This is an optimization exercise on Yosys and OpenROAD, whose aim is small area and a short achievable clock period, not a production implementation. In this exercise RTL edits were held to simulation tests only and were not proved equivalent to the original. Power and IR drop assume default switching activity.

Setup of run 1:
==> flow/design.v <==
module xillybus_apfifo_bridge #(
   parameter int DATA_W = 128,
   parameter int ADDR_W = 4
) (
   input  logic              bus_clk,
   input  logic              reset,
   input  logic              user_w_write_128_wren,
   input  logic [DATA_W-1:0] user_w_write_128_data,
   output logic              user_w_write_128_full,
   input  logic              user_w_write_128_open,
   input  logic              user_r_read_128_rden,
   output logic [DATA_W-1:0] user_r_read_128_data,
   output logic              user_r_read_128_empty,
   output logic              user_r_read_128_eof,
   input  logic              user_r_read_128_open,
   output logic [DATA_W-1:0] in_dout,
   output logic              in_empty_n,
   input  logic              in_read,
   output logic              in_closed,
   input  logic [DATA_W-1:0] out_din,
   output logic              out_full_n,
   input  logic              out_write,
   input  logic              out_last,
   output logic              overflow
);
   localparam int DEPTH = 1 << ADDR_W;
   localparam int RA    = DEPTH - 1;           
   logic [RA-1:0][DATA_W-1:0] mem_a;
   logic [DATA_W-1:0]         head_a;
   logic [RA-1:0]             wsel_a, rsel_a;   
   logic [DEPTH-1:0]          therm_a;          
   logic                      empty_a_q;        
   logic wren, rd_a, empty_a, one_a, full_a, ge2_a;
   logic pop_a, push_a, drop_a, ramw_a;
   logic head_in_a, head_hold_a;
   logic [RA-1:0]     head_ram_a;
   logic [DEPTH-1:0]  therm_a_nxt;
   logic [DATA_W-1:0] head_a_nxt;
   assign wren    = user_w_write_128_wren;
   assign rd_a    = in_read;
   assign empty_a = !therm_a[0];
   assign one_a   = therm_a[0] && !therm_a[1];
   assign ge2_a   = therm_a[1];
   assign full_a  = therm_a[DEPTH-1];
   assign pop_a  = rd_a && !empty_a;
   assign push_a = wren && (!full_a || rd_a);
   assign drop_a = wren && full_a && !rd_a;
   assign ramw_a = push_a && !empty_a && !(one_a && rd_a);
   assign head_ram_a  = rsel_a & {RA{rd_a && ge2_a}};
   assign head_in_a   = (rd_a && one_a) || (wren && empty_a);
   assign head_hold_a = !(rd_a && !empty_a) && !(wren && empty_a);
   always_comb begin
      head_a_nxt = ({DATA_W{head_in_a}} & user_w_write_128_data) | ({DATA_W{head_hold_a}} & head_a);
      for (int i = 0; i < RA; i++)
         head_a_nxt = head_a_nxt | ({DATA_W{head_ram_a[i]}} & mem_a[i]);
   end
   always_comb begin
      case ({push_a, pop_a})
         2'b10:   therm_a_nxt = {therm_a[DEPTH-2:0], 1'b1};
         2'b01:   therm_a_nxt = {1'b0, therm_a[DEPTH-1:1]};
         default: therm_a_nxt = therm_a;
      endcase
   end
   always_ff @(posedge bus_clk) begin
      for (int i = 0; i < RA; i++)
         if (ramw_a && wsel_a[i]) mem_a[i] <= user_w_write_128_data;
      head_a <= head_a_nxt;
   end
   always_ff @(posedge bus_clk) begin
      if (reset) begin
         wsel_a    <= RA'(1);
         rsel_a    <= RA'(1);
         therm_a   <= '0;
         empty_a_q <= 1'b1;
      end else begin
         if (ramw_a)           wsel_a <= {wsel_a[RA-2:0], wsel_a[RA-1]};
         if (rd_a && ge2_a)    rsel_a <= {rsel_a[RA-2:0], rsel_a[RA-1]};
         therm_a   <= therm_a_nxt;
         empty_a_q <= !therm_a_nxt[0];
      end
   end
   assign user_w_write_128_full = therm_a[DEPTH-1];
   assign in_dout               = head_a;
   assign in_empty_n            = therm_a[0];
   assign in_closed             = !user_w_write_128_open && empty_a_q;
   typedef enum logic [1:0] {
      RD_CLOSED = 2'd0,
      RD_STREAM = 2'd1,
      RD_DRAIN  = 2'd2,
      RD_EOF    = 2'd3
   } rd_state_t;
   logic [DEPTH-1:0][DATA_W-1:0] mem_b;
   logic [DEPTH-1:0]             wsel_b, rsel_b;
   logic [DEPTH-1:0]             therm_b;     
   logic [DATA_W-1:0]            rd_data_q, rd_data_nxt;
   logic                         empty_q, eof_q, full_n_q;
   rd_state_t                    state, state_nxt;
   logic open_b, empty_b, full_b, push_b, pop_b, drop_b, rd_hold;
   logic [DEPTH-1:0] rd_sel;
   logic [DEPTH-1:0] therm_b_nxt;
   assign open_b  = user_r_read_128_open;
   assign empty_b = !therm_b[0];
   assign full_b  = therm_b[DEPTH-1];
   assign pop_b  = open_b && user_r_read_128_rden && !empty_b;
   assign push_b = open_b && (state == RD_STREAM) && out_write && !full_b;
   assign drop_b = open_b && (state == RD_STREAM) && out_write && full_b;
   always_comb begin
      state_nxt = state;
      case (state)
         RD_CLOSED: state_nxt = RD_STREAM;
         RD_STREAM: if (push_b && out_last) state_nxt = RD_DRAIN;
         RD_DRAIN:  if (empty_b) state_nxt = RD_EOF;
         default:   state_nxt = RD_EOF;
      endcase
      if (!open_b) state_nxt = RD_CLOSED;
   end
   always_comb begin
      case ({push_b, pop_b})
         2'b10:   therm_b_nxt = {therm_b[DEPTH-2:0], 1'b1};
         2'b01:   therm_b_nxt = {1'b0, therm_b[DEPTH-1:1]};
         default: therm_b_nxt = therm_b;
      endcase
      if (!open_b) therm_b_nxt = '0;
   end
   assign rd_sel  = rsel_b & {DEPTH{pop_b && !reset}};
   assign rd_hold = !pop_b && !reset;
   always_comb begin
      rd_data_nxt = {DATA_W{rd_hold}} & rd_data_q;
      for (int i = 0; i < DEPTH; i++)
         rd_data_nxt = rd_data_nxt | ({DATA_W{rd_sel[i]}} & mem_b[i]);
   end
   always_ff @(posedge bus_clk) begin
      for (int i = 0; i < DEPTH; i++)
         if (push_b && wsel_b[i]) mem_b[i] <= out_din;
      rd_data_q <= rd_data_nxt;
   end
   always_ff @(posedge bus_clk) begin
      if (reset || !open_b) begin
         wsel_b <= DEPTH'(1);
         rsel_b <= DEPTH'(1);
      end else begin
         if (push_b) wsel_b <= {wsel_b[DEPTH-2:0], wsel_b[DEPTH-1]};
         if (pop_b)  rsel_b <= {rsel_b[DEPTH-2:0], rsel_b[DEPTH-1]};
      end
   end
   always_ff @(posedge bus_clk) begin
      if (reset) begin
         state    <= RD_CLOSED;
         therm_b  <= '0;
         empty_q  <= 1'b1;
         eof_q    <= 1'b0;
         full_n_q <= 1'b1;
      end else begin
         state    <= state_nxt;
         therm_b  <= therm_b_nxt;
         empty_q  <= !therm_b_nxt[0];
         eof_q    <= (state_nxt == RD_EOF);
         full_n_q <= (state_nxt == RD_CLOSED) ||
                     ((state_nxt == RD_STREAM) && !therm_b_nxt[DEPTH-1]);
      end
   end
   assign user_r_read_128_data  = rd_data_q;
   assign user_r_read_128_empty = empty_q;
   assign user_r_read_128_eof   = eof_q;
   assign out_full_n            = full_n_q;
   always_ff @(posedge bus_clk) begin
      if (reset)                 overflow <= 1'b0;
      else if (drop_a || drop_b) overflow <= 1'b1;
   end
endmodule
Settings: LEC_CHECK=0, CAP_MARGIN=20, CORE_MARGIN=2, CORE_UTILIZATION=65, CTS_CLUSTER_DIAMETER=80, CTS_CLUSTER_SIZE=30, PLACE_DENSITY=0.7, SETUP_SLACK_MARGIN=2.5, SLEW_MARGIN=20; clock period 5.0 ns.
standard.sh (not shown) runs the stock make flow with config.mk's settings and CLKGATE_MAP_FILE= SYNTH_SCRIPT=/design/flow/synth_recipe.tcl, a recipe that flattens the netlist after the stock synthesis.
==> flow/flow/run.sh <==
#!/bin/bash
# Standard layout, except that the port buffers that global placement inserts on every
# input and output are buf_2 cells instead of the tool's default choice.
set -euo pipefail
export BUFFER_PORTS_ARGS="-buffer_cell sky130_fd_sc_hd__buf_2"
bash standard.sh > make_finish.log 2>&1
[inputs] run 2 vs run 1
Settings: a deleted PLACE_DENSITY that had been 0.7; a change of CORE_UTILIZATION from 65 to 55.
==> notes.md <==
Number of signal-net buffers in the layout: run 2 vs run 1 up 10
Compared with run 1, run 2 shows a area enclosed by the die boundary that is 18% higher.
Relative to run 1, maximum frequency from static timing analysis has gone down in run 2.
Compared run 2 vs run 1, and final area is up in run 2.
Run 2 vs. run 1: buffer depth of the longest clock path went up by 1.
### run 2 -> run 3
==> flow/run.sh (new file) <==
#!/bin/bash
# synth_recipe.tcl (not shown) runs the flow's synth.tcl, then flattens the netlist and writes it again
# the make line also repeats each setting of config.mk as NAME=value (left out here)
make -C /OpenROAD-flow-scripts/flow DESIGN_CONFIG=/design/flow/config.mk WORK_HOME=/design/flow/orfs CLKGATE_MAP_FILE= SYNTH_SCRIPT=/design/flow/synth_recipe.tcl finish
removed: flow/flow/run.sh
removed: flow/standard.sh
==> comparison <==
When run 3 is set beside run 2, its inverter count turns out to be 17% smaller. Fraction of area in registers: higher on run 2. Changes observed in run 3 relative to run 2: pin slew with the least headroom to its limit decreased 60 ps, share of the clock period used by the worst path barely changed, routed wire length saw an increase. Of run 3 and run 2, it is run 3 that has the higher worst setup slack. | final standard cell count with taps included and fillers excluded | run 2 vs run 3 | ≈ equal |. Between run 3 and run 2, the difference in highest achievable clock rate is negligible. Compared with run 2, run 3 shows a number of inserted filler cells in the final layout that is 1.7% lower. Against run 2, run 3 comes in 0.2 points lower on fraction of power consumed by sequential logic. For the wire length of the first global-routing pass, run 3 came in 5900 um higher than run 2 did.

separate check: timing with driven ports:
How much do the figures lean on ideal ports? The routed layouts below were timed once more, with nothing changed but the port constraints.
Step 1 sets driving cells, clkbuf_16 on the clock port and buf_2 on the other inputs (assumed; they add their load-dependent delay and slew).
Step 2 adds t to the input delays and takes it off the output delays; t is the mean of the earliest and latest rising clock arrival at the registers after step 1. Input paths then give back, and output paths get back, about the clock's delay inside the block.
Three values: no drivers, after step 1, after step 2; two values: the first two.
| run | t, ns | slack for setup (ns) | worst setup path at the end | worst data-port slew with drivers (ns) |
|---|---|---|---|---|
| run 1 | 0.960 | 2.466 / 2.362 / 1.490 | input to register | 0.22 |
| run 2 | 1.016 | 2.412 / 2.309 / 1.569 | input to register | 0.20 |
| run 3 | 1.022 | 2.419 / 2.312 / 1.459 | input to register | 0.20 |
After both steps setup and hold are still met in every run listed. The setup slack of run 1, which loses most, moves by -0.104 ns with the drivers and by -0.976 ns with both steps.
